This is an optimization exercise on Yosys and OpenROAD, whose aim is small area, a short achievable clock period and few clock cycles per item, not a production implementation. At most, simulation tests tie the RTL to the original design; equivalence was not proved. Only the layout flow was run in run 4; the RTL was not checked for function there. Power figures rest on the tool's default switching activity, not on a simulated workload.

### flow/config.mk
export PLATFORM = sky130hd
export DESIGN_NAME = cpu_top
export DESIGN_NICKNAME = cpu_top
export VERILOG_FILES = /design/flow/design.v
export SDC_FILE = /design/flow/constraint.sdc
export NUM_CORES = 4
export LEC_CHECK = 0
export CAP_MARGIN = 20
export CORE_MARGIN = 2
export CORE_UTILIZATION = 50
export CTS_CLUSTER_DIAMETER = 100
export CTS_CLUSTER_SIZE = 24
export SETUP_SLACK_MARGIN = 3.7
export SLEW_MARGIN = 20
### flow/constraint.sdc
create_clock -name core_clock -period 7.0 [get_ports {clk}]
set_input_delay 1.4000 -clock core_clock [delete_from_list [all_inputs] [get_ports {clk}]]
set_output_delay 1.4000 -clock core_clock [all_outputs]
set_load 0.01 [all_outputs]
### flow/design.v
`timescale 1ns/1ps
package cpu_isa_pkg;
    typedef logic [16-1:0]          data_t;
    typedef logic [$clog2(16)-1:0]  reg_id_t;
    typedef logic [8-1:0]          imm_t;
    typedef logic [8-1:0]           pc_t;
    typedef logic [8-1:0]           inst_id_t;
    typedef logic [3-1:0]           op_t;
    localparam op_t OP_ST      = 3'd0;
    localparam op_t OP_CMP_GT  = 3'd1;
    localparam op_t OP_ADD_IMM = 3'd2;
    localparam op_t OP_ADD     = 3'd3;
    localparam op_t OP_SHL     = 3'd4;
    localparam op_t OP_SHR     = 3'd5;
    localparam op_t OP_MUL     = 3'd6;
endpackage
`timescale 1ns/1ps
package cpu_uarch_pkg;
    typedef logic [16-1:0] reg_mask_t;
endpackage
`timescale 1ns/1ps
module reg_file (
    input  logic                  clk,
    input  logic                  rst_n,
    input  cpu_isa_pkg::reg_id_t  rd_addr0,
    input  cpu_isa_pkg::reg_id_t  rd_addr1,
    output cpu_isa_pkg::data_t    rd_data0,
    output cpu_isa_pkg::data_t    rd_data1,
    input  logic                  wr_en,
    input  cpu_isa_pkg::reg_id_t  wr_reg,
    input  cpu_isa_pkg::data_t    wr_data
);
    cpu_isa_pkg::data_t        regs [0:16-1];
    logic [16-1:0]   valid;
    always_comb begin
        rd_data0 = '0;
        rd_data1 = '0;
        for (int i = 0; i < 16; i++) begin
            if (rd_addr0 == i && valid[i]) rd_data0 = rd_data0 | regs[i];
            if (rd_addr1 == i && valid[i]) rd_data1 = rd_data1 | regs[i];
        end
    end
    always_ff @(posedge clk or negedge rst_n) begin
        if (!rst_n) begin
            valid <= '0;
        end else if (wr_en) begin
            valid[wr_reg] <= 1'b1;
        end
    end
    always_ff @(posedge clk) begin
        for (int i = 0; i < 16; i++) begin
            if (wr_en && wr_reg == i) regs[i] <= wr_data;
        end
    end
endmodule
`timescale 1ns/1ps
module int_unit (
    input  logic                is_add,
    input  logic                is_cmp,
    input  logic                is_shl,
    input  logic                is_shr,
    input  cpu_isa_pkg::data_t  a,
    input  cpu_isa_pkg::data_t  b,
    output cpu_isa_pkg::data_t  result
);
    localparam int W = 16;
    logic [W:0]         sum;
    cpu_isa_pkg::data_t sh;
    cpu_isa_pkg::data_t shr;
    assign sum = {1'b0, a} + {1'b0, b};
    assign sh  = a << b[$clog2(W)-1:0];
    always_comb begin
        for (int i = 0; i < W; i++) shr[i] = sh[W-1-i];
    end
    assign result = ({W{is_add}} & sum[W-1:0])
                  | ({W{is_cmp}} & cpu_isa_pkg::data_t'(sum[W]))
                  | ({W{is_shl}} & sh)
                  | ({W{is_shr}} & shr);
endmodule
`timescale 1ns/1ps
module mul_unit (
    input  cpu_isa_pkg::data_t  a,
    input  logic [7:0]         one,
    input  logic [7:0]         two,
    input  logic [7:0]         neg,
    output cpu_isa_pkg::data_t  sum_s,
    output cpu_isa_pkg::data_t  sum_c,
    output logic [4:0]         sum_x
);
    logic pp0_0;
    logic pn0;
    logic pp0_1;
    logic pp0_2;
    logic pp0_3;
    logic pp0_4;
    logic pp0_5;
    logic pp0_6;
    logic pp0_7;
    logic pp0_8;
    logic pp0_9;
    logic pp0_10;
    logic pp0_11;
    logic pp0_12;
    logic pp0_13;
    logic pp0_14;
    logic pp0_15;
    logic pp1_2;
    logic pn1;
    logic pp1_3;
    logic pp1_4;
    logic pp1_5;
    logic pp1_6;
    logic pp1_7;
    logic pp1_8;
    logic pp1_9;
    logic pp1_10;
    logic pp1_11;
    logic pp1_12;
    logic pp1_13;
    logic pp1_14;
    logic pp1_15;
    logic pp2_4;
    logic pn2;
    logic pp2_5;
    logic pp2_6;
    logic pp2_7;
    logic pp2_8;
    logic pp2_9;
    logic pp2_10;
    logic pp2_11;
    logic pp2_12;
    logic pp2_13;
    logic pp2_14;
    logic pp2_15;
    logic pp3_6;
    logic pn3;
    logic pp3_7;
    logic pp3_8;
    logic pp3_9;
    logic pp3_10;
    logic pp3_11;
    logic pp3_12;
    logic pp3_13;
    logic pp3_14;
    logic pp3_15;
    logic pp4_8;
    logic pn4;
    logic pp4_9;
    logic pp4_10;
    logic pp4_11;
    logic pp4_12;
    logic pp4_13;
    logic pp4_14;
    logic pp4_15;
    logic pp5_10;
    logic pn5;
    logic pp5_11;
    logic pp5_12;
    logic pp5_13;
    logic pp5_14;
    logic pp5_15;
    logic pp6_12;
    logic pn6;
    logic pp6_13;
    logic pp6_14;
    logic pp6_15;
    logic pp7_14;
    logic pn7;
    logic pp7_15;
    logic s0;
    logic c0;
    logic s1;
    logic c1;
    logic s2;
    logic c2;
    logic s3;
    logic c3;
    logic s4;
    logic c4;
    logic s5;
    logic c5;
    logic s6;
    logic c6;
    logic s7;
    logic c7;
    logic s8;
    logic c8;
    logic s9;
    logic c9;
    logic s10;
    logic c10;
    logic s11;
    logic c11;
    logic s12;
    logic c12;
    logic s13;
    logic c13;
    logic s14;
    logic c14;
    logic s15;
    logic c15;
    logic s16;
    logic c16;
    logic s17;
    logic c17;
    logic s18;
    logic c18;
    logic s19;
    logic c19;
    logic s20;
    logic c20;
    logic s21;
    logic c21;
    logic s22;
    logic c22;
    logic s23;
    logic c23;
    logic s24;
    logic c24;
    logic s25;
    logic c25;
    logic s26;
    logic c26;
    logic s27;
    logic c27;
    logic s28;
    logic c28;
    logic s29;
    logic c29;
    logic s30;
    logic c30;
    logic s31;
    logic c31;
    logic s32;
    logic c32;
    logic s33;
    logic c33;
    logic s34;
    logic c34;
    logic s35;
    logic c35;
    logic s36;
    logic c36;
    logic s37;
    logic c37;
    logic s38;
    logic c38;
    logic s39;
    logic c39;
    logic s40;
    logic c40;
    logic s41;
    logic c41;
    logic top_pp;
    assign pp0_0 = (one[0] & a[0]);
    assign pn0 = neg[0] & ~(one[0] & a[0]);
    assign pp0_1 = ((one[0] & a[1]) | (two[0] & a[0])) ^ neg[0];
    assign pp0_2 = ((one[0] & a[2]) | (two[0] & a[1])) ^ neg[0];
    assign pp0_3 = ((one[0] & a[3]) | (two[0] & a[2])) ^ neg[0];
    assign pp0_4 = ((one[0] & a[4]) | (two[0] & a[3])) ^ neg[0];
    assign pp0_5 = ((one[0] & a[5]) | (two[0] & a[4])) ^ neg[0];
    assign pp0_6 = ((one[0] & a[6]) | (two[0] & a[5])) ^ neg[0];
    assign pp0_7 = ((one[0] & a[7]) | (two[0] & a[6])) ^ neg[0];
    assign pp0_8 = ((one[0] & a[8]) | (two[0] & a[7])) ^ neg[0];
    assign pp0_9 = ((one[0] & a[9]) | (two[0] & a[8])) ^ neg[0];
    assign pp0_10 = ((one[0] & a[10]) | (two[0] & a[9])) ^ neg[0];
    assign pp0_11 = ((one[0] & a[11]) | (two[0] & a[10])) ^ neg[0];
    assign pp0_12 = ((one[0] & a[12]) | (two[0] & a[11])) ^ neg[0];
    assign pp0_13 = ((one[0] & a[13]) | (two[0] & a[12])) ^ neg[0];
    assign pp0_14 = ((one[0] & a[14]) | (two[0] & a[13])) ^ neg[0];
    assign pp0_15 = ((one[0] & a[15]) | (two[0] & a[14])) ^ neg[0];
    assign pp1_2 = (one[1] & a[0]);
    assign pn1 = neg[1] & ~(one[1] & a[0]);
    assign pp1_3 = ((one[1] & a[1]) | (two[1] & a[0])) ^ neg[1];
    assign pp1_4 = ((one[1] & a[2]) | (two[1] & a[1])) ^ neg[1];
    assign pp1_5 = ((one[1] & a[3]) | (two[1] & a[2])) ^ neg[1];
    assign pp1_6 = ((one[1] & a[4]) | (two[1] & a[3])) ^ neg[1];
    assign pp1_7 = ((one[1] & a[5]) | (two[1] & a[4])) ^ neg[1];
    assign pp1_8 = ((one[1] & a[6]) | (two[1] & a[5])) ^ neg[1];
    assign pp1_9 = ((one[1] & a[7]) | (two[1] & a[6])) ^ neg[1];
    assign pp1_10 = ((one[1] & a[8]) | (two[1] & a[7])) ^ neg[1];
    assign pp1_11 = ((one[1] & a[9]) | (two[1] & a[8])) ^ neg[1];
    assign pp1_12 = ((one[1] & a[10]) | (two[1] & a[9])) ^ neg[1];
    assign pp1_13 = ((one[1] & a[11]) | (two[1] & a[10])) ^ neg[1];
    assign pp1_14 = ((one[1] & a[12]) | (two[1] & a[11])) ^ neg[1];
    assign pp1_15 = ((one[1] & a[13]) | (two[1] & a[12])) ^ neg[1];
    assign pp2_4 = (one[2] & a[0]);
    assign pn2 = neg[2] & ~(one[2] & a[0]);
    assign pp2_5 = ((one[2] & a[1]) | (two[2] & a[0])) ^ neg[2];
    assign pp2_6 = ((one[2] & a[2]) | (two[2] & a[1])) ^ neg[2];
    assign pp2_7 = ((one[2] & a[3]) | (two[2] & a[2])) ^ neg[2];
    assign pp2_8 = ((one[2] & a[4]) | (two[2] & a[3])) ^ neg[2];
    assign pp2_9 = ((one[2] & a[5]) | (two[2] & a[4])) ^ neg[2];
    assign pp2_10 = ((one[2] & a[6]) | (two[2] & a[5])) ^ neg[2];
    assign pp2_11 = ((one[2] & a[7]) | (two[2] & a[6])) ^ neg[2];
    assign pp2_12 = ((one[2] & a[8]) | (two[2] & a[7])) ^ neg[2];
    assign pp2_13 = ((one[2] & a[9]) | (two[2] & a[8])) ^ neg[2];
    assign pp2_14 = ((one[2] & a[10]) | (two[2] & a[9])) ^ neg[2];
    assign pp2_15 = ((one[2] & a[11]) | (two[2] & a[10])) ^ neg[2];
    assign pp3_6 = (one[3] & a[0]);
    assign pn3 = neg[3] & ~(one[3] & a[0]);
    assign pp3_7 = ((one[3] & a[1]) | (two[3] & a[0])) ^ neg[3];
    assign pp3_8 = ((one[3] & a[2]) | (two[3] & a[1])) ^ neg[3];
    assign pp3_9 = ((one[3] & a[3]) | (two[3] & a[2])) ^ neg[3];
    assign pp3_10 = ((one[3] & a[4]) | (two[3] & a[3])) ^ neg[3];
    assign pp3_11 = ((one[3] & a[5]) | (two[3] & a[4])) ^ neg[3];
    assign pp3_12 = ((one[3] & a[6]) | (two[3] & a[5])) ^ neg[3];
    assign pp3_13 = ((one[3] & a[7]) | (two[3] & a[6])) ^ neg[3];
    assign pp3_14 = ((one[3] & a[8]) | (two[3] & a[7])) ^ neg[3];
    assign pp3_15 = ((one[3] & a[9]) | (two[3] & a[8])) ^ neg[3];
    assign pp4_8 = (one[4] & a[0]);
    assign pn4 = neg[4] & ~(one[4] & a[0]);
    assign pp4_9 = ((one[4] & a[1]) | (two[4] & a[0])) ^ neg[4];
    assign pp4_10 = ((one[4] & a[2]) | (two[4] & a[1])) ^ neg[4];
    assign pp4_11 = ((one[4] & a[3]) | (two[4] & a[2])) ^ neg[4];
    assign pp4_12 = ((one[4] & a[4]) | (two[4] & a[3])) ^ neg[4];
    assign pp4_13 = ((one[4] & a[5]) | (two[4] & a[4])) ^ neg[4];
    assign pp4_14 = ((one[4] & a[6]) | (two[4] & a[5])) ^ neg[4];
    assign pp4_15 = ((one[4] & a[7]) | (two[4] & a[6])) ^ neg[4];
    assign pp5_10 = (one[5] & a[0]);
    assign pn5 = neg[5] & ~(one[5] & a[0]);
    assign pp5_11 = ((one[5] & a[1]) | (two[5] & a[0])) ^ neg[5];
    assign pp5_12 = ((one[5] & a[2]) | (two[5] & a[1])) ^ neg[5];
    assign pp5_13 = ((one[5] & a[3]) | (two[5] & a[2])) ^ neg[5];
    assign pp5_14 = ((one[5] & a[4]) | (two[5] & a[3])) ^ neg[5];
    assign pp5_15 = ((one[5] & a[5]) | (two[5] & a[4])) ^ neg[5];
    assign pp6_12 = (one[6] & a[0]);
    assign pn6 = neg[6] & ~(one[6] & a[0]);
    assign pp6_13 = ((one[6] & a[1]) | (two[6] & a[0])) ^ neg[6];
    assign pp6_14 = ((one[6] & a[2]) | (two[6] & a[1])) ^ neg[6];
    assign pp6_15 = ((one[6] & a[3]) | (two[6] & a[2])) ^ neg[6];
    assign pp7_14 = (one[7] & a[0]);
    assign pn7 = neg[7] & ~(one[7] & a[0]);
    assign pp7_15 = ((one[7] & a[1]) | (two[7] & a[0])) ^ neg[7];
    assign s0 = pn1 ^ pp0_3 ^ pp1_3;
    assign c0 = (pn1 & pp0_3) | (pn1 & pp1_3) | (pp0_3 & pp1_3);
    assign s1 = pp2_4 ^ pp0_4 ^ pp1_4;
    assign c1 = (pp2_4 & pp0_4) | (pp2_4 & pp1_4) | (pp0_4 & pp1_4);
    assign s2 = pn2 ^ pp0_5 ^ pp1_5;
    assign c2 = (pn2 & pp0_5) | (pn2 & pp1_5) | (pp0_5 & pp1_5);
    assign s3 = pp2_5 ^ c1 ^ s2;
    assign c3 = (pp2_5 & c1) | (pp2_5 & s2) | (c1 & s2);
    assign s4 = pp3_6 ^ pp0_6 ^ pp1_6;
    assign c4 = (pp3_6 & pp0_6) | (pp3_6 & pp1_6) | (pp0_6 & pp1_6);
    assign s5 = pp2_6 ^ c2 ^ s4;
    assign c5 = (pp2_6 & c2) | (pp2_6 & s4) | (c2 & s4);
    assign s6 = pn3 ^ pp0_7 ^ pp1_7;
    assign c6 = (pn3 & pp0_7) | (pn3 & pp1_7) | (pp0_7 & pp1_7);
    assign s7 = pp2_7 ^ pp3_7 ^ c4;
    assign c7 = (pp2_7 & pp3_7) | (pp2_7 & c4) | (pp3_7 & c4);
    assign s8 = s6 ^ c5 ^ s7;
    assign c8 = (s6 & c5) | (s6 & s7) | (c5 & s7);
    assign s9 = pp4_8 ^ pp0_8 ^ pp1_8;
    assign c9 = (pp4_8 & pp0_8) | (pp4_8 & pp1_8) | (pp0_8 & pp1_8);
    assign s10 = pp2_8 ^ pp3_8 ^ c6;
    assign c10 = (pp2_8 & pp3_8) | (pp2_8 & c6) | (pp3_8 & c6);
    assign s11 = s9 ^ c7 ^ s10;
    assign c11 = (s9 & c7) | (s9 & s10) | (c7 & s10);
    assign s12 = pn4 ^ pp0_9 ^ pp1_9;
    assign c12 = (pn4 & pp0_9) | (pn4 & pp1_9) | (pp0_9 & pp1_9);
    assign s13 = pp2_9 ^ pp3_9 ^ pp4_9;
    assign c13 = (pp2_9 & pp3_9) | (pp2_9 & pp4_9) | (pp3_9 & pp4_9);
    assign s14 = c9 ^ s12 ^ s13;
    assign c14 = (c9 & s12) | (c9 & s13) | (s12 & s13);
    assign s15 = c10 ^ s14 ^ c11;
    assign c15 = (c10 & s14) | (c10 & c11) | (s14 & c11);
    assign s16 = pp5_10 ^ pp0_10 ^ pp1_10;
    assign c16 = (pp5_10 & pp0_10) | (pp5_10 & pp1_10) | (pp0_10 & pp1_10);
    assign s17 = pp2_10 ^ pp3_10 ^ pp4_10;
    assign c17 = (pp2_10 & pp3_10) | (pp2_10 & pp4_10) | (pp3_10 & pp4_10);
    assign s18 = c12 ^ c13 ^ s16;
    assign c18 = (c12 & c13) | (c12 & s16) | (c13 & s16);
    assign s19 = s17 ^ c14 ^ s18;
    assign c19 = (s17 & c14) | (s17 & s18) | (c14 & s18);
    assign s20 = pn5 ^ pp0_11 ^ pp1_11;
    assign c20 = (pn5 & pp0_11) | (pn5 & pp1_11) | (pp0_11 & pp1_11);
    assign s21 = pp2_11 ^ pp3_11 ^ pp4_11;
    assign c21 = (pp2_11 & pp3_11) | (pp2_11 & pp4_11) | (pp3_11 & pp4_11);
    assign s22 = pp5_11 ^ c16 ^ c17;
    assign c22 = (pp5_11 & c16) | (pp5_11 & c17) | (c16 & c17);
    assign s23 = s20 ^ s21 ^ c18;
    assign c23 = (s20 & s21) | (s20 & c18) | (s21 & c18);
    assign s24 = s22 ^ c19 ^ s23;
    assign c24 = (s22 & c19) | (s22 & s23) | (c19 & s23);
    assign s25 = pp6_12 ^ pp0_12 ^ pp1_12;
    assign c25 = (pp6_12 & pp0_12) | (pp6_12 & pp1_12) | (pp0_12 & pp1_12);
    assign s26 = pp2_12 ^ pp3_12 ^ pp4_12;
    assign c26 = (pp2_12 & pp3_12) | (pp2_12 & pp4_12) | (pp3_12 & pp4_12);
    assign s27 = pp5_12 ^ c20 ^ c21;
    assign c27 = (pp5_12 & c20) | (pp5_12 & c21) | (c20 & c21);
    assign s28 = s25 ^ s26 ^ c22;
    assign c28 = (s25 & s26) | (s25 & c22) | (s26 & c22);
    assign s29 = s27 ^ s28 ^ c23;
    assign c29 = (s27 & s28) | (s27 & c23) | (s28 & c23);
    assign s30 = pn6 ^ pp0_13 ^ pp1_13;
    assign c30 = (pn6 & pp0_13) | (pn6 & pp1_13) | (pp0_13 & pp1_13);
    assign s31 = pp2_13 ^ pp3_13 ^ pp4_13;
    assign c31 = (pp2_13 & pp3_13) | (pp2_13 & pp4_13) | (pp3_13 & pp4_13);
    assign s32 = pp5_13 ^ pp6_13 ^ c25;
    assign c32 = (pp5_13 & pp6_13) | (pp5_13 & c25) | (pp6_13 & c25);
    assign s33 = c26 ^ s30 ^ s31;
    assign c33 = (c26 & s30) | (c26 & s31) | (s30 & s31);
    assign s34 = c27 ^ s32 ^ s33;
    assign c34 = (c27 & s32) | (c27 & s33) | (s32 & s33);
    assign s35 = c28 ^ s34 ^ c29;
    assign c35 = (c28 & s34) | (c28 & c29) | (s34 & c29);
    assign s36 = pp7_14 ^ pp0_14 ^ pp1_14;
    assign c36 = (pp7_14 & pp0_14) | (pp7_14 & pp1_14) | (pp0_14 & pp1_14);
    assign s37 = pp2_14 ^ pp3_14 ^ pp4_14;
    assign c37 = (pp2_14 & pp3_14) | (pp2_14 & pp4_14) | (pp3_14 & pp4_14);
    assign s38 = pp5_14 ^ pp6_14 ^ c30;
    assign c38 = (pp5_14 & pp6_14) | (pp5_14 & c30) | (pp6_14 & c30);
    assign s39 = c31 ^ s36 ^ s37;
    assign c39 = (c31 & s36) | (c31 & s37) | (s36 & s37);
    assign s40 = c32 ^ c33 ^ s38;
    assign c40 = (c32 & c33) | (c32 & s38) | (c33 & s38);
    assign s41 = s39 ^ c34 ^ s40;
    assign c41 = (s39 & c34) | (s39 & s40) | (c34 & s40);
    assign top_pp = pp0_15 ^ pp1_15 ^ pp2_15 ^ pp3_15 ^ pp4_15 ^ pp5_15 ^ pp6_15 ^ pn7 ^ pp7_15;
    assign sum_s[0] = pp0_0;
    assign sum_c[0] = '0;
    assign sum_s[1] = pn0;
    assign sum_c[1] = pp0_1;
    assign sum_s[2] = pp1_2;
    assign sum_c[2] = pp0_2;
    assign sum_s[3] = s0;
    assign sum_c[3] = '0;
    assign sum_s[4] = c0;
    assign sum_c[4] = s1;
    assign sum_s[5] = s3;
    assign sum_c[5] = '0;
    assign sum_s[6] = c3;
    assign sum_c[6] = s5;
    assign sum_s[7] = s8;
    assign sum_c[7] = '0;
    assign sum_s[8] = c8;
    assign sum_c[8] = s11;
    assign sum_s[9] = s15;
    assign sum_c[9] = '0;
    assign sum_s[10] = s19;
    assign sum_c[10] = c15;
    assign sum_s[11] = s24;
    assign sum_c[11] = '0;
    assign sum_s[12] = c24;
    assign sum_c[12] = s29;
    assign sum_s[13] = s35;
    assign sum_c[13] = '0;
    assign sum_s[14] = s41;
    assign sum_c[14] = c35;
    assign sum_s[15] = top_pp;
    assign sum_c[15] = c36;
    assign sum_x[0] = c37;
    assign sum_x[1] = c38;
    assign sum_x[2] = c39;
    assign sum_x[3] = c40;
    assign sum_x[4] = c41;
endmodule
`timescale 1ns/1ps
`timescale 1ns/1ps
module cpu_top (
    input  logic                   clk,
    input  logic                   rst_n,
    input  logic                   inst_vld,
    input  logic                   inst_last,
    input  cpu_isa_pkg::op_t       inst_op,
    input  cpu_isa_pkg::inst_id_t  inst_id,
    input  cpu_isa_pkg::reg_id_t   inst_dst_reg,
    input  cpu_isa_pkg::reg_id_t   inst_src_reg0,
    input  cpu_isa_pkg::reg_id_t   inst_src_reg1,
    input  cpu_isa_pkg::imm_t      inst_imm,
    output logic                   fetch_vld,
    output cpu_isa_pkg::pc_t       fetch_pc,
    output cpu_isa_pkg::inst_id_t  fetch_id,
    output logic                   inst_rdy,
    output logic                   write_mem_vld,
    output cpu_isa_pkg::inst_id_t  write_mem_id,
    output cpu_isa_pkg::data_t     write_mem_addr,
    output cpu_isa_pkg::data_t     write_mem_data,
    output logic                   exec_finish
);
    localparam int W = 16;
    cpu_isa_pkg::pc_t      pc_q;
    logic                  last_acc_q;    
    logic                  fin_q;
    logic                  ib_vld;
    logic                  ib_last;
    cpu_isa_pkg::op_t      ib_op;
    cpu_isa_pkg::reg_id_t  ib_dst;
    cpu_isa_pkg::reg_id_t  ib_s0;
    cpu_isa_pkg::reg_id_t  ib_s1;
    cpu_isa_pkg::imm_t     ib_imm;
    logic                  x_we;          
    logic                  x_mul;         
    logic                  x_st;          
    logic                  x_last;        
    logic                  x_add, x_cmp, x_shl, x_shr;
    cpu_isa_pkg::reg_id_t  x_dst;
    cpu_isa_pkg::inst_id_t x_id;          
    cpu_isa_pkg::data_t    x_a, x_b;
    logic [W/2-1:0]        x_one, x_two;   
    cpu_isa_pkg::data_t    alu_res;
    logic                  m_vld;
    cpu_isa_pkg::reg_id_t  m_dst;
    cpu_isa_pkg::data_t    m_s, m_c;
    cpu_isa_pkg::data_t    mul_s, mul_c;
    localparam int NX = 5;                
    logic [NX-1:0]         m_x, mul_x;
    cpu_isa_pkg::data_t    m_sum;
    cpu_isa_pkg::data_t    m_val;
    logic                  d_st, d_mul, d_add, d_cmp, d_shl, d_shr, d_addi, d_we;
    logic                  stall, go;
    cpu_isa_pkg::data_t    rf_a, rf_b, val_a, val_b;
    logic                  rf_we;
    cpu_isa_pkg::reg_id_t  rf_wreg;
    cpu_isa_pkg::data_t    rf_wdata;
    assign d_st   = (ib_op == cpu_isa_pkg::OP_ST);
    assign d_mul  = (ib_op == cpu_isa_pkg::OP_MUL);
    assign d_addi = (ib_op == cpu_isa_pkg::OP_ADD_IMM);
    assign d_add  = (ib_op == cpu_isa_pkg::OP_ADD) || d_addi;
    assign d_cmp  = (ib_op == cpu_isa_pkg::OP_CMP_GT);
    assign d_shl  = (ib_op == cpu_isa_pkg::OP_SHL);
    assign d_shr  = (ib_op == cpu_isa_pkg::OP_SHR);
    assign d_we   = d_add || d_cmp || d_shl || d_shr;
    logic stall_q;
    assign stall = stall_q;
    assign go    = ib_vld && !stall;
    assign inst_rdy  = !ib_vld || !stall;
    assign fetch_vld = !last_acc_q && (!inst_vld || (inst_rdy && !inst_last));
    assign fetch_pc  = pc_q;
    assign fetch_id  = pc_q;
    always_ff @(posedge clk or negedge rst_n) begin
        if (!rst_n) begin
            pc_q       <= '0;
            last_acc_q <= 1'b0;
            fin_q      <= 1'b0;
            ib_vld     <= 1'b0;
        end else begin
            if (fetch_vld) pc_q <= pc_q + 1'b1;
            if (inst_vld && inst_rdy && inst_last) last_acc_q <= 1'b1;
            if (x_last) fin_q <= 1'b1;
            if (inst_rdy) ib_vld <= inst_vld;
        end
    end
    always_ff @(posedge clk or negedge rst_n) begin
        if (!rst_n) begin
            stall_q <= 1'b0;
        end else begin
            stall_q <= go && d_mul &&
                       ((inst_src_reg0 == ib_dst) ||
                        (inst_op != cpu_isa_pkg::OP_ADD_IMM && inst_src_reg1 == ib_dst));
        end
    end
    always_ff @(posedge clk) begin
        if (inst_rdy) begin
            ib_last <= inst_last;
            ib_op   <= inst_op;
            ib_dst  <= inst_dst_reg;
            ib_s0   <= inst_src_reg0;
            ib_s1   <= inst_src_reg1;
            ib_imm  <= inst_imm;
        end
    end
    reg_file u_reg_file (
        .clk      (clk),
        .rst_n    (rst_n),
        .rd_addr0 (ib_s0),
        .rd_addr1 (ib_s1),
        .rd_data0 (rf_a),
        .rd_data1 (rf_b),
        .wr_en    (rf_we),
        .wr_reg   (rf_wreg),
        .wr_data  (rf_wdata)
    );
    assign m_sum = m_s + m_c;
    assign m_val = {m_sum[W-1] ^ (^m_x), m_sum[W-2:0]};
    always_comb begin
        if (x_we && x_dst == ib_s0)      val_a = alu_res;
        else if (m_vld && m_dst == ib_s0) val_a = m_val;
        else                              val_a = rf_a;
        if (x_we && x_dst == ib_s1)      val_b = alu_res;
        else if (m_vld && m_dst == ib_s1) val_b = m_val;
        else                              val_b = rf_b;
    end
    always_ff @(posedge clk or negedge rst_n) begin
        if (!rst_n) begin
            x_we   <= 1'b0;
            x_mul  <= 1'b0;
            x_st   <= 1'b0;
            x_last <= 1'b0;
            x_id   <= '1;
        end else begin
            x_we   <= go && d_we;
            x_mul  <= go && d_mul;
            x_st   <= go && d_st;
            x_last <= go && ib_last;
            if (go) x_id <= x_id + 1'b1;
        end
    end
    always_ff @(posedge clk) begin
        x_add <= d_add;
        x_cmp <= d_cmp;
        x_shl <= d_shl;
        x_shr <= d_shr;
        x_dst <= ib_dst;
        for (int i = 0; i < W; i++) x_a[i] <= d_shr ? val_a[W-1-i] : val_a[i];
        for (int i = 0; i < W / 2; i++) begin
            x_one[i] <= val_b[2*i] ^ (i == 0 ? 1'b0 : val_b[2*i-1]);
            x_two[i] <= (val_b[2*i+1] & ~val_b[2*i] & ~(i == 0 ? 1'b0 : val_b[2*i-1])) |
                        (~val_b[2*i+1] & val_b[2*i] & (i == 0 ? 1'b0 : val_b[2*i-1]));
        end
        if (d_addi)     x_b <= cpu_isa_pkg::data_t'(ib_imm);
        else if (d_cmp) x_b <= ~val_b;
        else            x_b <= val_b;
    end
    int_unit u_int_unit (
        .is_add (x_add),
        .is_cmp (x_cmp),
        .is_shl (x_shl),
        .is_shr (x_shr),
        .a      (x_a),
        .b      (x_b),
        .result (alu_res)
    );
    logic [W/2-1:0] x_neg;
    always_comb begin
        for (int i = 0; i < W / 2; i++) x_neg[i] = x_b[2*i+1];
    end
    mul_unit u_mul_unit (
        .a     (x_a),
        .one   (x_one),
        .two   (x_two),
        .neg   (x_neg),
        .sum_s (mul_s),
        .sum_c (mul_c),
        .sum_x (mul_x)
    );
    assign rf_we    = x_we || m_vld;
    assign rf_wreg  = x_we ? x_dst : m_dst;
    assign rf_wdata = x_we ? alu_res : m_val;
    always_ff @(posedge clk or negedge rst_n) begin
        if (!rst_n) begin
            m_vld <= 1'b0;
        end else begin
            m_vld <= x_mul || (m_vld && x_we && x_dst != m_dst);
        end
    end
    always_ff @(posedge clk) begin
        if (x_mul) begin
            m_dst <= x_dst;
            m_s   <= mul_s;
            m_c   <= mul_c;
            m_x   <= mul_x;
        end
    end
    assign write_mem_vld  = x_st;
    assign write_mem_id   = x_id;
    assign write_mem_addr = x_a;
    assign write_mem_data = x_b;
    assign exec_finish    = fin_q || x_last;
endmodule
### flow/flow/run.sh
#!/bin/bash
# The standard layout (the standard.sh, unchanged synthesis) with two
# changes: the port buffers are sky130 buf cells, which the timing repair
# may resize, instead of the delay-buffer cell buffer_ports picks by default;
# and the clock tree is built without dummy loads. make's output goes to
# make_flow.log; each ORFS step keeps its own log under orfs/logs.
set -euo pipefail
export BUFFER_PORTS_ARGS="-buffer_cell sky130_fd_sc_hd__buf_2"
export CTS_ARGS="-sink_clustering_enable -repair_clock_nets -dont_use_dummy_load -sink_clustering_size 24 -sink_clustering_max_diameter 100"
bash standard.sh > make_flow.log 2>&1
### flow/standard.sh
#!/bin/bash
# synth_recipe.tcl (not shown) runs the flow's synth.tcl, then flattens the netlist and writes it again
# the make line also repeats each setting of config.mk as NAME=value (left out here)
make -C /OpenROAD-flow-scripts/flow DESIGN_CONFIG=/design/flow/config.mk WORK_HOME=/design/flow/orfs CLKGATE_MAP_FILE= SYNTH_SCRIPT=/design/flow/synth_recipe.tcl "${@:-finish}"
==> summary.md, run 1 <==
| Metric | Value |
|---|---|
| Slew HR | 23.28% |
| Seq pwr share | 42.1% |
| Total number of yosys warnings | 4 |
| Initial core utilization | 50.79% |
| Clock power frac | 14.6% |
| Die Y | 216.2 um |
| Setup violators final | 0 |
| Layout net count | 2142 |
| Fin. max-slew vios | 0 |
| Total gr overflow | 0 |
| WL final | 80.07 mm |
| Largest net degree at the start of global routing | 42 |
| Crit-path max FO | 9 |
| Die Wd | 216.2 um |
| Post-route DRC violation count | 0 |
| Pre-antenna DRT Iters | 7 |
| Port bufs | 86 |
| Tot Pwr | 8.846 mW |
| Routed wire per std cell | 30.53 um |
| Dpl cells | 2522 |
| P_sw | 3.438 mW |
| Pwr Density | 347.6 nW/um2 |
| Peak VDD IR | 0.3720 mV |
| Largest cells by area after synthesis | edfxtp_1, a22oi_1, dfxtp_1 |
| Top cell type by total area after synthesis | edfxtp_1 |
| Leading cell type in the layout, fill and taps excluded | edfxtp_1 |
| Worst-Skew Late Latency | 0.56 ns |
| Status | timing/DRC/antenna clean |
| WHS | 0.4533 ns |
| Post-synthesis sequential area ratio | 51.48% |
| Endpoints failing hold | 0 |
| Combinational share of power | 43.3% |
| Fmax | 302.8 MHz |
| Crit end category | flip-flop |
| Clock slew at reported path FFs | 0.10 ns |
| Syn nets | 2040 |
| Fin Clk Skew | 0.03078 ns |
| Most frequent cells in the layout | edfxtp_1, a22oi_1, nand2_1, buf_4, xnor2_1 |
| Post-Route Utilization | 57.43% |
| Busiest layer in global routing | met2 |
| Critical setup path kind | flip-flop to flip-flop |
| HP Class | flip-flop to flip-flop |
| Initial antenna violation count | 0 |
| Asr flop ratio synth | 9.976% |
| Period utilization | 47.17% |
| Post-Syn Area | 22510 um2 |
| Yosys reg bits | 411 |
| Worst-margin pin slew | 1.151 ns |
| GRT Total Usage | 32.98% |
| GR Layer Usage met2 | 49.56% |
| Non-filler cells, final | 2623 |
| Unique masters post-synth | 87 |
| Data arrival time of the critical path | 3.75 ns |
| CTS tree | built |
| Clk buf depth | 3 |
| Placement Cell Area | 23630 um2 |
| Post-synth top area share | 41.89% |
| Num CTS Buffers | 21 |
| Routing usage on met3 | 7.607% |
| I/O pin count | 95 |
| Total Neg Setup Slack | 0 ns |
| Iteration-0 DRC Markers | 2710 |
| Cells after synthesis | 1930 |
| Critical Path RT | 7.45 ns |
| Area of the die | 46730 um2 |
| Area growth, synth to finish | 13.07% |
| # rows | 77 |
| Finished Cell Area | 25450 um2 |
| Leak | 9.641 nW |
| HPWL Detailed | 49.92 mm |
| Final Critical Period | 3.302 ns |
| Share of layout cells above drive strength 1 | 20.30% |
| Post-synth EDFFs | 314 |
| RSZ-0062 raised after global routing | true |
| Routed vias | 17.77k |
| Type of origin of the critical path | flip-flop |
| Vias/cell | 6.776 |
| Vias in the first global route | 16.77k |
| First-pass GRT wire length | 112.6 mm |
| Internal | 5.408 mW |
| Post-CTS Hold Buffers | 0 |
| H-Tree Depth | 1 |
| Post-route ant nets | 0 |
| Root Buffer | clkbuf_16 |
| Clk sinks | 411 |
| Switching Share | 38.86% |
| Setup WS pre-CTS | 2.743 ns |
| Ys flop type | edfxtp_1 |
| GPL Wtd Cong | 0.9378 |
| Grt met1 use | 47.02% |
| Final WS setup | 3.698 ns |
| Core area | 44320 um2 |
| MaxCap Viol Count | 0 |
| Syn Area/Cell | 11.66 um2 |
==> final cells by class <==
class | count | area (um2)
antenna | 1 | 2.502
sequential | 411 | 11680
fill | 3709 | 18870
clock buffer | 21 | 525.5
tap | 592 | 740.7
timing repair buffer | 223 | 1758
multi-input combinational | 1307 | 10480
inverter | 68 | 262.8
==> synth_stat cells, types with 36 or more instances <==
| library cell | count |
|---|---|
| xor2_1 | 57 |
| a22oi_1 | 256 |
| and3_1 | 70 |
| clkbuf_1 | 104 |
| inv_1 | 65 |
| nor2_1 | 60 |
| fa_1 | 44 |
| dfxtp_1 | 56 |
| mux2i_1 | 65 |
| a21oi_1 | 39 |
| nand2_1 | 143 |
| xnor2_1 | 102 |
| nand3_1 | 36 |
| edfxtp_1 | 314 |
==> power groups by stage <==
stage / Combinational (mW) / Sequential (mW) / Clock [mW]
floorplan: 2.47 / 3.53 / 0
global placement: 3.29 / 3.77 / 0
detailed placement: 3.38 / 3.78 / 0
CTS: 3.65 / 3.70 / 1.31
global route: 4.22 / 3.74 / 1.39
finish: 3.83 / 3.72 / 1.29
==> state kept, by name (all words and copies together) (netlist names), 3 cells and up <==
register and cells:
u_reg_file.regs 256, m_s 16, u_reg_file.valid 16, x_a 16, x_b 16, m_c 9
ib_imm 8, pc_q 8, x_id 8, x_one 8, x_two 8, m_x 5
ib_dst 4, ib_s0 4, ib_s1 4, m_dst 4, x_dst 4, ib_op 3
==> critical path: stages, from the launching register on <==
cell	delay (ns)
edfxtp_1	0.55
buf_4	0.23
and4b_1	0.35
and2_1	0.43
a22oi_1	0.22
nand2_1	0.08
nor4_2	0.45
mux2i_1	0.18
o21ai_2	0.29
mux2i_1	0.38
==> per-layer routing <==
metal / vias to the layer above / part of all wire, %
met5: - / 0
met4: 0 / 4.4
met3: 247 / 12
met2: 1237 / 44
met1: 8775 / 40
li1: 7514 / -
==> timing repair <==
| item | 4_1_cts | 5_1_grt |
|---|---|---|
| gates cloned | 0 | 3 |
| resized for setup | 81 | 44 |
| setup buffers | 50 | 25 |
| pin swaps | 7 | 18 |
| setup endpoints to repair | 230 | 131 |
==> kinds of logic (layout without fill, tap and decap cells) <==
group,after synthesis,in the layout,share of synthesized area [%]
xor gates and xnor gates,159,159,6.187
adders and majority gates,75,75,5.637
AOI/OAI and AO/OA,496,496,16.64
and+or+nand+nor,485,485,11.39
other,0,1,0
DFF,411,411,51.48
buffers and inverters,212,312,3.824
muxes,92,92,4.842
==> final timing paths <==
kind / start / endpoint / slack (ns) / depth (start not counted)
min in group asynchronous: rst_n / pc_q[6]$_DFFE_PN0P_ / 0.72 / 1
worst min-delay path: ib_dst[2]$_DFFE_PN_ / x_dst[2]$_DFF_P_ / 0.45 / 0
worst min register to register: ib_dst[2]$_DFFE_PN_ / x_dst[2]$_DFF_P_ / 0.45 / 0
worst max-delay path: ib_s1[0]$_DFFE_PN_ / x_b[8]$_SDFF_PP0_ / 3.70 / 9
max in group asynchronous: rst_n / x_id[0]$_DFFE_PN1P_ / 5.75 / 2
worst max register to register: ib_s1[0]$_DFFE_PN_ / x_b[8]$_SDFF_PP0_ / 3.70 / 9
Testbench counts, summed over its fixed seeds: cycles 23,762, insts 22,445.
==> run 2, diff against run 1 <==
--- a/flow/config.mk
+++ b/flow/config.mk
@@ -11,4 +11,5 @@
 export CTS_CLUSTER_DIAMETER = 100
 export CTS_CLUSTER_SIZE = 24
-export SETUP_SLACK_MARGIN = 3.7
+export SETUP_SLACK_MARGIN = 3.5
 export SLEW_MARGIN = 20
+export TNS_END_PERCENT = 10
==> summary.md, run 2 <==
| Metric | Value |
|---|---|
| Status | timing/DRC/antenna clean |
| Top reg by flops | u_reg_file.regs |
| Yosys reg bits | 411 (unchanged) |
| Most frequent CP cell | fa_1 |
| Hold_sp | ib_dst[2]$_DFFE_PN_ |
| Post-route ant nets | 0 (unchanged) |
| Largest net degree at the start of global routing | 42 (unchanged) |
| Area of the die | 46730 um2 (unchanged) |
| Type of origin of the critical path | flip-flop |
| Area of the multi-input gates | 10230 um2 (-2.4%) |
| Leading cell type in the layout, fill and taps excluded | edfxtp_1 |
| Crit end category | flip-flop |
| Post-CTS Hold Buffers | 0 (unchanged) |
| Period utilization | 52.45% (+5.3 points) |
| Setup WS pre-CTS | 2.798 ns (+0.05513 ns) |
| Fin Clk Skew | 0.04944 ns (+0.01867 ns) |
| GPL Wtd Cong | 0.9297 (-0.86%) |
| Final Critical Period | 3.672 ns (+0.3696 ns) |
| Total Neg Setup Slack | 0 ns (unchanged) |
| Initial antenna violation count | 0 (unchanged) |
| GRT Total Usage | 32.43% (-0.55 points) |
| Worst path cell trace | a22oi_1 > xnor2_1 > fa_1 > inv_1 > fa_1 > fa_1 > inv_1 > fa_1 > fa_1 |
| Most frequent cells in the layout | edfxtp_1, a22oi_1, nand2_1, xnor2_1, buf_2 |
| Unique masters post-synth | 87 (unchanged) |
| Post-Syn Area | 22510 um2 (unchanged) |
| Clk buf depth | 3 (unchanged) |
| Vias/cell | 6.751 (-0.36%) |
| Top cell type by total area after synthesis | edfxtp_1 |
| Total number of yosys warnings | 4 (unchanged) |
| Total gr overflow | 0 (unchanged) |
| Num CTS Buffers | 21 (unchanged) |
| Asr flop ratio synth | 9.976% (unchanged) |
| CP max-delay cell | dfxtp_1 |
| Critical Path RT | 7.29 ns (-0.16 ns) |
| Crit-path max cell delay | 0.77 ns (+0.22 ns) |
| Data arrival time of the critical path | 3.96 ns (+0.21 ns) |
| Most common cell in the netlist | edfxtp_1 |
| Area growth, synth to finish | 8.394% |
| Post-synthesis sequential area ratio | 51.48% (unchanged) |
| # rows | 77 (unchanged) |
| Fmax | 272.3 MHz (-10%) |
| R2R cell count | 9 (unchanged) |
| Post-synth EDFFs | 314 (unchanged) |
| Setup violators final | 0 (unchanged) |
| MaxCap Viol Count | 0 (unchanged) |
| Die Y | 216.2 um (unchanged) |
| Pre-antenna DRT Iters | 7 (unchanged) |
| First-pass GRT wire length | 111.1 mm (-1.4%) |
| Slew HR | 23.22% (-0.067 points) |
| Reg2reg setup slack | 3.33 ns (-0.37 ns) |
| Post-route DRC violation count | 0 (unchanged) |
| Peak VDD IR | 0.2988 mV (-20%) |
| Root Buffer | clkbuf_16 |
| CTS tree | built |
| Routed wire per std cell | 29.97 um (-1.8%) |
| HP Class | flip-flop to flip-flop |
| Share of layout cells above drive strength 1 | 14.78% (-5.5 points) |
| Clock slew at reported path FFs | 0.10 ns (about the same) |
| Filler cells | 3832 (+3.3%) |
| Core area | 44320 um2 (unchanged) |
| Worst-margin pin slew | 1.144 ns (-0.007219 ns) |
| Syn nets | 2040 (unchanged) |
| Worst-Skew Late Latency | 0.58 ns (+0.02 ns) |
| Die Wd | 216.2 um (unchanged) |
| HPWL Detailed | 50.07 mm (+0.32%) |
| Leak | 9.221 nW (-4.4%) |
| Crit-path max FO | 13 (+4) |
| Hold endpoint | x_dst[2]$_DFF_P_ |
| Port bufs | 86 (unchanged) |
| Ys flop type | edfxtp_1 |
| H-Tree Depth | 1 (unchanged) |
| CP delay by family, top | adder cells |
| Routed vias | 17.34k (-2.4%) |
| Critical setup path kind | flip-flop to flip-flop |
| Pwr Density | 348.5 nW/um2 (+0.27%) |
| Vias in the first global route | 16.58k (-1.2%) |
| Fin. max-slew vios | 0 (unchanged) |
| R2r endpoint | m_s[13]$_DFFE_PP_ |
| RSZ-0062 raised after global routing | true |
| Max FFs per register | 256 (unchanged) |
| Initial core utilization | 50.79% (unchanged) |
| Worst path bufs/invs | 2 (+1) |
| WL final | 76.99 mm (-3.9%) |
| Final WS setup | 3.328 ns (-0.3696 ns) |
| Endpoints failing hold | 0 (unchanged) |
| Layout net count | 2087 (-2.6%) |
| Post-synth top cells | edfxtp_1, a22oi_1, nand2_1, clkbuf_1, xnor2_1 |
| Cells after synthesis | 1930 (unchanged) |
| Clk sinks | 411 (unchanged) |
| Worst r2r src | x_a[9]$_DFF_P_ |
| Largest cells by area after synthesis | edfxtp_1, a22oi_1, dfxtp_1 |
| I/O pin count | 95 (unchanged) |
| FF/Latch Area | 11590 um2 (-0.72%) |
| Iteration-0 DRC Markers | 3019 (+11%) |
| Syn Area/Cell | 11.66 um2 (unchanged) |
| Hold Crit Depth | 0 (unchanged) |
| Post-synth top area share | 41.89% (unchanged) |
==> run 2: worst max path at each step <==
stage | depth (start not counted) | from | slack (ns) | to
finish | 9 | x_a[9]$_DFF_P_ | 3.33 | m_s[13]$_DFFE_PP_
floorplan | 10 | x_a[0]$_DFF_P_ | 3.51 | m_s[13]$_DFFE_PP_
global placement | 9 | x_b[2]$_DFF_P_ | 2.82 | u_reg_file.regs[6][12]$_DFFE_PP_
detailed placement | 9 | x_b[2]$_DFF_P_ | 2.80 | u_reg_file.regs[2][12]$_DFFE_PP_
global route | 11 | x_b[0]$_DFF_P_ | 3.19 | u_reg_file.regs[0][12]$_DFFE_PP_
CTS | 9 | ib_s1[3]$_DFFE_PN_ | 3.36 | x_b[8]$_SDFF_PP0_
==> run 2: cell type report <==
cell class,instances,share of cell area [%]
diodes,2,0.02051
clock buffers,21,2.154
inverters,68,1.062
multi-input cells,1307,41.92
flip-flops and latches,411,47.52
well taps,592,3.036
repair buffers,168,4.287
==> run 2: report_power, final <==
part | switching (mW) | internal [mW] | leakage, nW
Clock | 0.760 | 0.538 | 0.259
Combinational | 2.15 | 1.37 | 5.13
Sequential | 0.412 | 3.27 | 3.83
==> run 2: repair_timing <==
| action | 4_1_cts | 5_1_grt |
|---|---|---|
| gates resized for setup | 13 | 5 |
| setup buffers | 10 | 5 |
| setup endpoints to repair | 110 | 172 |
| cloned | 0 | 0 |
| pin swaps | 0 | 0 |
==> run 2: kinds of logic (layout without fill, tap and decap cells) <==
logic type	count (synthesis)	in the layout	synth area share, %
compound gates	496	496	16.64
simple gates	485	485	11.39
flops	411	411	51.48
buf+inv	212	257	3.824
xor+xnor	159	159	6.187
mux	92	92	4.842
fa+ha+maj	75	75	5.637
other cells	0	2	0
==> run 2: metal layers <==
| metal | GRT usage [%] | routed length (um) | vias to the layer above |
|---|---|---|---|
| met5 | 0 | 120 | - |
| met4 | 12.79 | 3296 | 2 |
| met3 | 7.453 | 9842 | 210 |
| met2 | 47.02 | 32500 | 1278 |
| met1 | 47.20 | 31220 | 8455 |
| li1 | - | - | 7399 |
==> run 2: per-stage QoR <==
| stage | power [mW] | instance area, um2 | utilization (%) | std cells | hold WS [ns] |
|---|---|---|---|---|---|
| finish | 8.502 | 24400 | 55.05 | 2569 | 0.4393 |
| global route | 8.993 | 24390 | 55.04 | 2567 | 0.4459 |
| global placement | 7.084 | 23660 | 53.40 | 2531 | 0.4227 |
| CTS | 8.478 | 24320 | 54.88 | 2562 | 0.4430 |
| detailed placement | 7.189 | 23670 | 53.41 | 2531 | 0.4263 |
| floorplan | 5.958 | 22530 | - | 1930 | 0.4064 |
==> run 3, diff against run 2 <==
--- a/flow/config.mk
+++ b/flow/config.mk
@@ -13,3 +13,2 @@
 export SETUP_SLACK_MARGIN = 3.5
 export SLEW_MARGIN = 20
-export TNS_END_PERCENT = 10
==> summary.md, run 3 <==
| Metric | Value |
|---|---|
| GRT Total Usage | 32.46% (+0.035 points) |
| Seq pwr share | 43.0% (-0.3 points) |
| Dpl cells | 2531 (unchanged) |
| Leak | 9.338 nW (+1.3%) |
| Post-synth EDFFs | 314 (unchanged) |
| Fmax | 286.4 MHz (+5.2%) |
| Vias in the first global route | 16.60k (+0.15%) |
| Status | timing/DRC/antenna clean |
| Unique masters post-synth | 87 (unchanged) |
| Fin. max-slew vios | 0 (unchanged) |
| Crit end category | flip-flop |
| Max FFs per register | 256 (unchanged) |
| First-pass GRT wire length | 111.2 mm (+0.12%) |
| Post-synthesis sequential area ratio | 51.48% (unchanged) |
| I/O pin count | 95 (unchanged) |
| Total gr overflow | 0 (unchanged) |
| Worst r2r src | ib_s1[1]$_DFFE_PN_ |
| WL final | 77.53 mm (+0.70%) |
| Crit-path max FO | 9 (-4) |
| Initial core utilization | 50.79% (unchanged) |
| Die Y | 216.2 um (unchanged) |
| Pre-antenna DRT Iters | 7 (unchanged) |
| Peak VDD IR | 0.2982 mV (-0.19%) |
| Leading cell type in the layout, fill and taps excluded | edfxtp_1 |
| Antenna fix cells | 0 (-2) |
| Num CTS Buffers | 21 (unchanged) |
| Routed vias | 17.46k (+0.65%) |
| Non-filler cells, final | 2582 (+0.51%) |
| Syn nets | 2040 (unchanged) |
| Largest net degree at the start of global routing | 42 (unchanged) |
| MaxCap Viol Count | 0 (unchanged) |
| Initial antenna violation count | 0 (unchanged) |
| Post-Route Utilization | 55.73% (+0.68 points) |
| Post-route ant nets | 0 (unchanged) |
| Finished Cell Area | 24700 um2 (+1.2%) |
| Vias/cell | 6.761 (+0.14%) |
| Final Critical Period | 3.491 ns (-0.1806 ns) |
| P_sw | 3.343 mW (+0.66%) |
| Clk buf depth | 3 (unchanged) |
| Filler cells | 3809 (-0.60%) |
| Period utilization | 49.87% (-2.6 points) |
| Clk sinks | 411 (unchanged) |
| Post-route DRC violation count | 0 (unchanged) |
| Largest cells by area after synthesis | edfxtp_1, a22oi_1, dfxtp_1 |
| Total Neg Setup Slack | 0 ns (unchanged) |
| Worst-Skew Late Latency | 0.58 ns (about the same) |
| Slew HR | 21.54% (-1.7 points) |
| Worst-margin pin slew | 1.169 ns (+0.02497 ns) |
| Die Wd | 216.2 um (unchanged) |
| Root Buffer | clkbuf_16 |
| Total number of yosys warnings | 4 (unchanged) |
| Layout net count | 2102 (+0.72%) |
| Hold_sp | ib_dst[2]$_DFFE_PN_ |
| Syn Area/Cell | 11.66 um2 (unchanged) |
| Routed wire per std cell | 30.03 um (+0.20%) |
| Most frequent cells in the layout | edfxtp_1, a22oi_1, nand2_1, xnor2_1, buf_2 |
| Combinational share of power | 41.9% (+0.5 points) |
| Top reg by flops | u_reg_file.regs |
| H-Tree Depth | 1 (unchanged) |
| Core area | 44320 um2 (unchanged) |
| Asr flop ratio synth | 9.976% (unchanged) |
| Port bufs | 86 (unchanged) |
| # rows | 77 (unchanged) |
| Share of layout cells above drive strength 1 | 16.58% (+1.8 points) |
| Iteration-0 DRC Markers | 3102 (+2.7%) |
| Critical Path RT | 7.46 ns (+0.17 ns) |
| Clock power frac | 15.1% (-0.2 points) |
| Post-CTS Hold Buffers | 0 (unchanged) |
| Data arrival time of the critical path | 3.95 ns (about the same) |
| GPL Wtd Cong | 0.9297 (unchanged) |
| HPWL Detailed | 50.07 mm (unchanged) |
| CTS tree | built |
| Placement Cell Area | 23670 um2 (unchanged) |
| Type of origin of the critical path | flip-flop |
| Worst Setup SP | ib_s1[1]$_DFFE_PN_ |
| Endpoints failing hold | 0 (unchanged) |
| Internal | 5.249 mW (+1.3%) |
| Fin Clk Skew | 0.04373 ns (-0.005717 ns) |
| Cells after synthesis | 1930 (unchanged) |
| Setup WS pre-CTS | 2.798 ns (unchanged) |
| HP Class | flip-flop to flip-flop |
| Final WS setup | 3.509 ns (+0.1806 ns) |
| Pwr Density | 347.9 nW/um2 (-0.17%) |
| Top cell type by total area after synthesis | edfxtp_1 |
| Area growth, synth to finish | 9.734% |
| Critical setup path kind | flip-flop to flip-flop |
| Post-synth top cells | edfxtp_1, a22oi_1, nand2_1, clkbuf_1, xnor2_1 |
| Yosys reg bits | 411 (unchanged) |
| Switching Share | 38.90% (-0.16 points) |
| Clock slew at reported path FFs | 0.09 ns (about the same) |
| Area of the die | 46730 um2 (unchanged) |
| RSZ-0062 raised after global routing | true |
| Post-synth top area share | 41.89% (unchanged) |
| Ys flop type | edfxtp_1 |
| Setup violators final | 0 (unchanged) |
| Most common cell in the netlist | edfxtp_1 |
| Post-Syn Area | 22510 um2 (unchanged) |
[run 3: timing repair]
item | 4_1_cts | 5_1_grt
pin swaps | 3 | 4
endpoints found under the setup margin | 110 | 140
gates resized for setup | 29 | 34
setup buffers | 17 | 12
[run 3: stage by stage]
step | hold slack, ns | total power [mW]
6_report | 0.4396 | 8.592
5_1_grt | 0.4459 | 9.083
3_3_place_gp | 0.4227 | 7.084
4_1_cts | 0.4430 | 8.506
2_1_floorplan | 0.4064 | 5.958
3_5_place_dp | 0.4263 | 7.189
[run 3: layer usage]
| metal | wire [um] | global-route usage [%] |
|---|---|---|
| met5 | 0 | 0 |
| met2 | 32850 | 47.35 |
| met3 | 10210 | 7.382 |
| met4 | 3256 | 12.42 |
| met1 | 31220 | 47.21 |
[run 3: layout make-up]
type                            count  area, um2  area share, %
Sequential cell                   411      11620          47.06
Clock buffer                       21      525.5          2.128
Tap cell                          592      740.7          2.999
Inverter                           68      262.8          1.064
Timing Repair Buffer              183       1252          5.071
Multi-Input combinational cell   1307      10290          41.68
[run 3: power by group through the flow]
stage          combinational, mW  clock [mW]  sequential, mW
6_report                    3.60        1.30            3.70
5_1_grt                     3.98        1.39            3.72
3_3_place_gp                3.37           0            3.71
2_1_floorplan               2.43           0            3.53
4_1_cts                     3.53        1.31            3.67
3_5_place_dp                3.47           0            3.72
[run 3: worst max-delay path, cell delays in order, from the launching register on]
cell and delay (ns):
edfxtp_1 0.54, nor2b_1 0.48, and3_1 0.84, buf_4 0.36, a22oi_1 0.11, nand2_1 0.11, nor4_1 0.07, a22oi_1 0.45
mux2i_4 0.18, mux2i_1 0.25
[run 3: kinds of logic (layout without fill, tap and decap cells)]
kind of cell             Yosys count  count (layout)  share of synthesized area (%)
AND/OR/NAND/NOR                  485             485                          11.39
AO/OA/AOI/OAI                    496             496                          16.64
multiplexers                      92              92                          4.842
adder cells (fa/ha/maj)           75              75                          5.637
flip-flops                       411             411                          51.48
XOR/XNOR                         159             159                          6.187
buffers and inverters            212             272                          3.824
[run 3: worst paths after layout]
check | end | slack [ns] | cells after the start
worst max-delay path | x_two[6]$_DFF_P_ | 3.51 | 9
worst min-delay path | x_dst[2]$_DFF_P_ | 0.44 | 0
worst max register to register | x_two[6]$_DFF_P_ | 3.51 | 9
worst min register to register | x_dst[2]$_DFF_P_ | 0.44 | 0
max in group asynchronous | stall_q$_DFF_PN0_ | 5.43 | 1
min in group asynchronous | u_reg_file.valid[0]$_DFFE_PN0N_ | 0.97 | 1
==> run 4, diff against run 3 <==
--- a/flow/design.v
+++ b/flow/design.v
@@ -27,6 +27,8 @@
     output cpu_isa_pkg::data_t    rd_data0,
     output cpu_isa_pkg::data_t    rd_data1,
-    input  logic                  wr_en,
-    input  cpu_isa_pkg::reg_id_t  wr_reg,
+    input  logic                  wr_en0,     
+    input  cpu_isa_pkg::reg_id_t  wr_reg0,
+    input  logic                  wr_en1,
+    input  cpu_isa_pkg::reg_id_t  wr_reg1,
     input  cpu_isa_pkg::data_t    wr_data
 );
@@ -41,14 +43,19 @@
         end
     end
+    logic [16-1:0]   we;
+    always_comb begin
+        for (int i = 0; i < 16; i++)
+            we[i] = (wr_en0 && wr_reg0 == i) || (wr_en1 && wr_reg1 == i);
+    end
     always_ff @(posedge clk or negedge rst_n) begin
         if (!rst_n) begin
             valid <= '0;
-        end else if (wr_en) begin
-            valid[wr_reg] <= 1'b1;
+        end else begin
+            valid <= valid | we;
         end
     end
     always_ff @(posedge clk) begin
         for (int i = 0; i < 16; i++) begin
-            if (wr_en && wr_reg == i) regs[i] <= wr_data;
+            if (we[i]) regs[i] <= wr_data;
         end
     end
@@ -511,6 +518,4 @@
     logic                  stall, go;
     cpu_isa_pkg::data_t    rf_a, rf_b, val_a, val_b;
-    logic                  rf_we;
-    cpu_isa_pkg::reg_id_t  rf_wreg;
     cpu_isa_pkg::data_t    rf_wdata;
     assign d_st   = (ib_op == cpu_isa_pkg::OP_ST);
@@ -525,6 +530,7 @@
     assign stall = stall_q;
     assign go    = ib_vld && !stall;
+    logic no_next_q;
     assign inst_rdy  = !ib_vld || !stall;
-    assign fetch_vld = !last_acc_q && (!inst_vld || (inst_rdy && !inst_last));
+    assign fetch_vld = !((inst_vld || last_acc_q) && (inst_last || no_next_q));
     assign fetch_pc  = pc_q;
     assign fetch_id  = pc_q;
@@ -537,16 +543,22 @@
         end else begin
             if (fetch_vld) pc_q <= pc_q + 1'b1;
-            if (inst_vld && inst_rdy && inst_last) last_acc_q <= 1'b1;
+            last_acc_q <= last_acc_d;
             if (x_last) fin_q <= 1'b1;
-            if (inst_rdy) ib_vld <= inst_vld;
+            ib_vld <= ib_vld_d;
         end
     end
+    logic stall_d, ib_vld_d, last_acc_d;
+    assign stall_d    = go && d_mul &&
+                        ((inst_src_reg0 == ib_dst) ||
+                         (inst_op != cpu_isa_pkg::OP_ADD_IMM && inst_src_reg1 == ib_dst));
+    assign ib_vld_d   = inst_rdy ? inst_vld : ib_vld;
+    assign last_acc_d = last_acc_q || (inst_vld && inst_rdy && inst_last);
     always_ff @(posedge clk or negedge rst_n) begin
         if (!rst_n) begin
-            stall_q <= 1'b0;
+            stall_q   <= 1'b0;
+            no_next_q <= 1'b0;
         end else begin
-            stall_q <= go && d_mul &&
-                       ((inst_src_reg0 == ib_dst) ||
-                        (inst_op != cpu_isa_pkg::OP_ADD_IMM && inst_src_reg1 == ib_dst));
+            stall_q   <= stall_d;
+            no_next_q <= last_acc_d || (ib_vld_d && stall_d);
         end
     end
@@ -568,6 +580,8 @@
         .rd_data0 (rf_a),
         .rd_data1 (rf_b),
-        .wr_en    (rf_we),
-        .wr_reg   (rf_wreg),
+        .wr_en0   (x_we),
+        .wr_reg0  (x_dst),
+        .wr_en1   (m_vld && !x_we),
+        .wr_reg1  (m_dst),
         .wr_data  (rf_wdata)
     );
@@ -635,6 +649,4 @@
         .sum_x (mul_x)
     );
-    assign rf_we    = x_we || m_vld;
-    assign rf_wreg  = x_we ? x_dst : m_dst;
     assign rf_wdata = x_we ? alu_res : m_val;
     always_ff @(posedge clk or negedge rst_n) begin
--- a/flow/config.mk
+++ b/flow/config.mk
@@ -11,4 +11,4 @@
 export CTS_CLUSTER_DIAMETER = 100
 export CTS_CLUSTER_SIZE = 24
-export SETUP_SLACK_MARGIN = 3.5
+export SETUP_SLACK_MARGIN = 3.7
 export SLEW_MARGIN = 20
==> summary.md, run 4 <==
| Metric | Value |
|---|---|
| Initial antenna violation count | 1 (+1) |
| Largest cells by area after synthesis | edfxtp_1, a22oi_1, dfxtp_1 |
| Area growth, synth to finish | 10.61% |
| H-Tree Depth | 1 (unchanged) |
| I/O pin count | 95 (unchanged) |
| Hold Crit Depth | 0 (unchanged) |
| Period utilization | 47.70% (-2.2 points) |
| Yosys reg bits | 412 (+0.24%) |
| Total number of yosys warnings | 4 (unchanged) |
| Cells after synthesis | 1950 (+1.0%) |
| Unique masters post-synth | 86 (-1.1%) |
| GPL Wtd Cong | 0.9676 (+4.1%) |
| Root Buffer | clkbuf_16 |
| # rows | 77 (unchanged) |
| Critical setup path kind | flip-flop to flip-flop |
| Hold_sp | ib_dst[2]$_DFFE_PN_ |
| Initial core utilization | 50.92% (+0.13 points) |
| Area of the die | 46950 um2 (+0.47%) |
| Leak | 9.326 nW (-0.12%) |
| Routed wire per std cell | 31.19 um (+3.9%) |
| Endpoints failing hold | 0 (unchanged) |
| Syn nets | 2056 (+0.78%) |
| Hold endpoint | x_dst[2]$_DFF_P_ |
| Total Neg Setup Slack | 0 ns (unchanged) |
| Data arrival time of the critical path | 3.74 ns (-0.21 ns) |
| HPWL Detailed | 50.86 mm (+1.6%) |
| Max FFs per register | 256 (unchanged) |
| Post-route ant nets | 0 (unchanged) |
| Clk buf depth | 3 (unchanged) |
| Filler cells | 3755 (-1.4%) |
| Dpl cells | 2528 (-0.12%) |
| Crit-path max FO | 21 (+12) |
| Type of origin of the critical path | flip-flop |
| Peak VDD IR | 0.2341 mV (-21%) |
| Setup violators final | 0 (unchanged) |
| Worst r2r src | x_b[0]$_DFF_P_ |
| Critical Path RT | 7.40 ns (-0.06 ns) |
| Top reg by flops | u_reg_file.regs |
| Ys flop type | edfxtp_1 |
| Setup WS pre-CTS | 3.128 ns (+0.3302 ns) |
| Total gr overflow | 0 (unchanged) |
| Non-filler cells, final | 2593 (+0.43%) |
| Pre-antenna DRT Iters | 7 (unchanged) |
| Syn Area/Cell | 11.60 um2 (-0.55%) |
| Final WS setup | 3.661 ns (+0.1524 ns) |
| Pwr Density | 314.2 nW/um2 (-9.7%) |
| Worst-Skew Late Latency | 0.57 ns (about the same) |
| MaxCap Viol Count | 0 (unchanged) |
| Fmax | 299.5 MHz (+4.6%) |
| GRT Total Usage | 33.97% (+1.5 points) |
| Reg2reg setup slack | 3.66 ns (+0.15 ns) |
| CTS tree | built |
| Largest net degree at the start of global routing | 43 (+2.4%) |
| Placement Cell Area | 23830 um2 (+0.69%) |
| Clock slew at reported path FFs | 0.09 ns (about the same) |
| Most frequent cells in the layout | edfxtp_1, a22oi_1, nand2_1, and3_1 |
| RSZ-0062 raised after global routing | true |
| Asr flop ratio synth | 10.19% (+0.22 points) |
| Die Wd | 216.7 um (+0.23%) |
| Post-synth EDFFs | 314 (unchanged) |
| Die Y | 216.7 um (+0.23%) |
| Post-synthesis sequential area ratio | 51.34% (-0.13 points) |
| Port bufs | 86 (unchanged) |
| Fin. max-slew vios | 0 (unchanged) |
| Post-route DRC violation count | 0 (unchanged) |
| Worst-margin pin slew | 1.212 ns (+0.04341 ns) |
| Iteration-0 DRC Markers | 2731 (-12%) |
| Core area | 44410 um2 (+0.22%) |
| Finished Cell Area | 25010 um2 (+1.3%) |
| Fin Clk Skew | 0.04226 ns (-0.001467 ns) |
| Slew HR | 19.20% (-2.3 points) |
| Crit end category | flip-flop |
| Post-CTS Hold Buffers | 0 (unchanged) |
| Leading cell type in the layout, fill and taps excluded | edfxtp_1 |
| R2r endpoint | x_b[5]$_DFF_P_ |
| Post-synth top area share | 41.69% (-0.20 points) |
| Vias/cell | 6.901 (+2.1%) |
| WL final | 80.89 mm (+4.3%) |
| Num CTS Buffers | 21 (unchanged) |
| Layout net count | 2108 (+0.29%) |
| R2R cell count | 9 (unchanged) |
| Post-synth top cells | edfxtp_1, a22oi_1, clkbuf_1, nand2_1, and3_1 |
| Post-Syn Area | 22620 um2 (+0.48%) |
| Routed vias | 17.89k (+2.5%) |
| Final Critical Period | 3.339 ns (-0.1524 ns) |
| First-pass GRT wire length | 115.7 mm (+4.0%) |
| Top cell type by total area after synthesis | edfxtp_1 |
| Share of layout cells above drive strength 1 | 18.85% (+2.3 points) |
| HP Class | flip-flop to flip-flop |
| Status | timing/DRC/antenna clean |
| Clk sinks | 412 (+0.24%) |
| Most common cell in the netlist | edfxtp_1 |
| Vias in the first global route | 17.20k (+3.6%) |
## run 4: cell types whose count changed after synthesis, moves of 11 or more
cell,previous run,this run
xnor2_1,102,84
nand4_1,16,35
and3_1,70,93
o22ai_1,11,22
nand2_1,143,97
nor2_1,60,40
o21ai_1,14,3
clkbuf_1,104,120
nand3_1,36,87
or2_2,4,21
a22oi_1,256,220
## run 4: final cells by class
class	instances	area, um2	share of cell area, %
flip-flops and latches	412	11680	46.70
multi-input cells	1316	10620	42.45
clock buffers	21	525.5	2.101
inverters	72	274.0	1.095
diodes	1	2.502	0.01000
well taps	592	740.7	2.961
repair buffers	179	1172	4.687
## run 4: metal layers
metal,up-vias,global-route usage [%],share of wire [%]
li1,7556,-,-
met4,0,14.52,5.0
met1,8779,48.89,39
met5,-,0,0
met3,250,7.958,13
met2,1308,49.27,42
## run 4: per-stage QoR
| step | total power [mW] | hold WS, ns | util [%] |
|---|---|---|---|
| 2_1_floorplan | 5.430 | 0.4064 | - |
| 3_3_place_gp | 6.379 | 0.4294 | 53.62 |
| 3_5_place_dp | 6.435 | 0.4330 | 53.66 |
| 4_1_cts | 7.783 | 0.4553 | 55.92 |
| 5_1_grt | 8.322 | 0.4761 | 56.32 |
| 6_report | 7.859 | 0.4533 | 56.32 |
## run 4: worst max path at each step
stage	from	to	cells past startpoint
3_3_place_gp	x_a[11]$_DFF_P_	x_two[6]$_DFF_P_	9
3_5_place_dp	x_b[5]$_DFF_P_	u_reg_file.regs[14][8]$_DFFE_PP_	7
4_1_cts	ib_s1[2]$_DFFE_PN_	x_two[6]$_DFF_P_	10
6_report	x_b[0]$_DFF_P_	x_b[5]$_DFF_P_	9
2_1_floorplan	x_a[0]$_DFF_P_	m_s[13]$_DFFE_PP_	10
5_1_grt	x_b[0]$_DFF_P_	x_b[5]$_DFF_P_	9
## run 4: worst max-delay path, stage by stage (launching register included)
cell	delay [ns]
dfxtp_1	0.32
buf_4	0.31
mux4_1	0.64
a22oi_1	0.45
a2bb2oi_1	0.22
nor2_1	0.07
a211oi_2	0.49
a2bb2oi_4	0.33
mux2i_1	0.25
a31oi_1	0.06
## run 4: cells by family (layout without fill, tap and decap cells)
group | Yosys count | after routing | share of synthesized area [%]
other cells | 0 | 1 | 0
buf+inv | 222 | 272 | 4.000
xor+xnor | 146 | 146 | 5.654
flops | 412 | 412 | 51.34
compound gates | 486 | 486 | 16.14
mux | 86 | 86 | 4.642
simple gates | 527 | 527 | 12.83
fa+ha+maj | 71 | 71 | 5.389
## run 4: report_power, final
group	internal [mW]	total [mW]	leakage (nW)	switching, mW
registers	3.19	3.55	3.84	0.366
logic	1.18	3.02	5.22	1.84
clock network	0.538	1.28	0.259	0.747
total	4.91	7.86	9.33	2.95
## run 4: what timing repair did
item                       4_1_cts  5_1_grt
setup endpoints to repair      191       96
pin swaps                        3        4
setup buffers                   34        9
gates resized for setup         63       32
hold endpoints to repair         0        0

==> static timing again, ports no longer ideal <==
The flow's constraints put no driver on any port. The routed layouts listed below were extracted and timed again, unchanged, in two steps. Step 1 sets driving cells, clkbuf_16 on the clock port and buf_2 on the other inputs (assumed; they add their load-dependent delay and slew). Step 2 also shifts input and output timing later by t, the mid clock arrival at the registers, as if the neighbouring blocks saw the same clock. Slacks: ideal / step 1 / step 2; pairs: ideal / step 1.
run | t, ns | setup slack, ns | slew at the worst register clock pin (ns)
run 1 | 0.606 | 3.698 / 3.659 / 3.659 | 0.10 / 0.10
run 2 | 0.619 | 3.328 / 3.322 / 3.322 | 0.10 / 0.10
run 3 | 0.619 | 3.509 / 3.509 / 3.509 | 0.10 / 0.10
run 4 | 0.611 | 3.661 / 3.661 / 3.661 | 0.10 / 0.10
After both steps setup and hold are still met in every run listed. The setup slack of run 1, which loses most, moves by -0.039 ns with the drivers and by -0.039 ns with both steps.
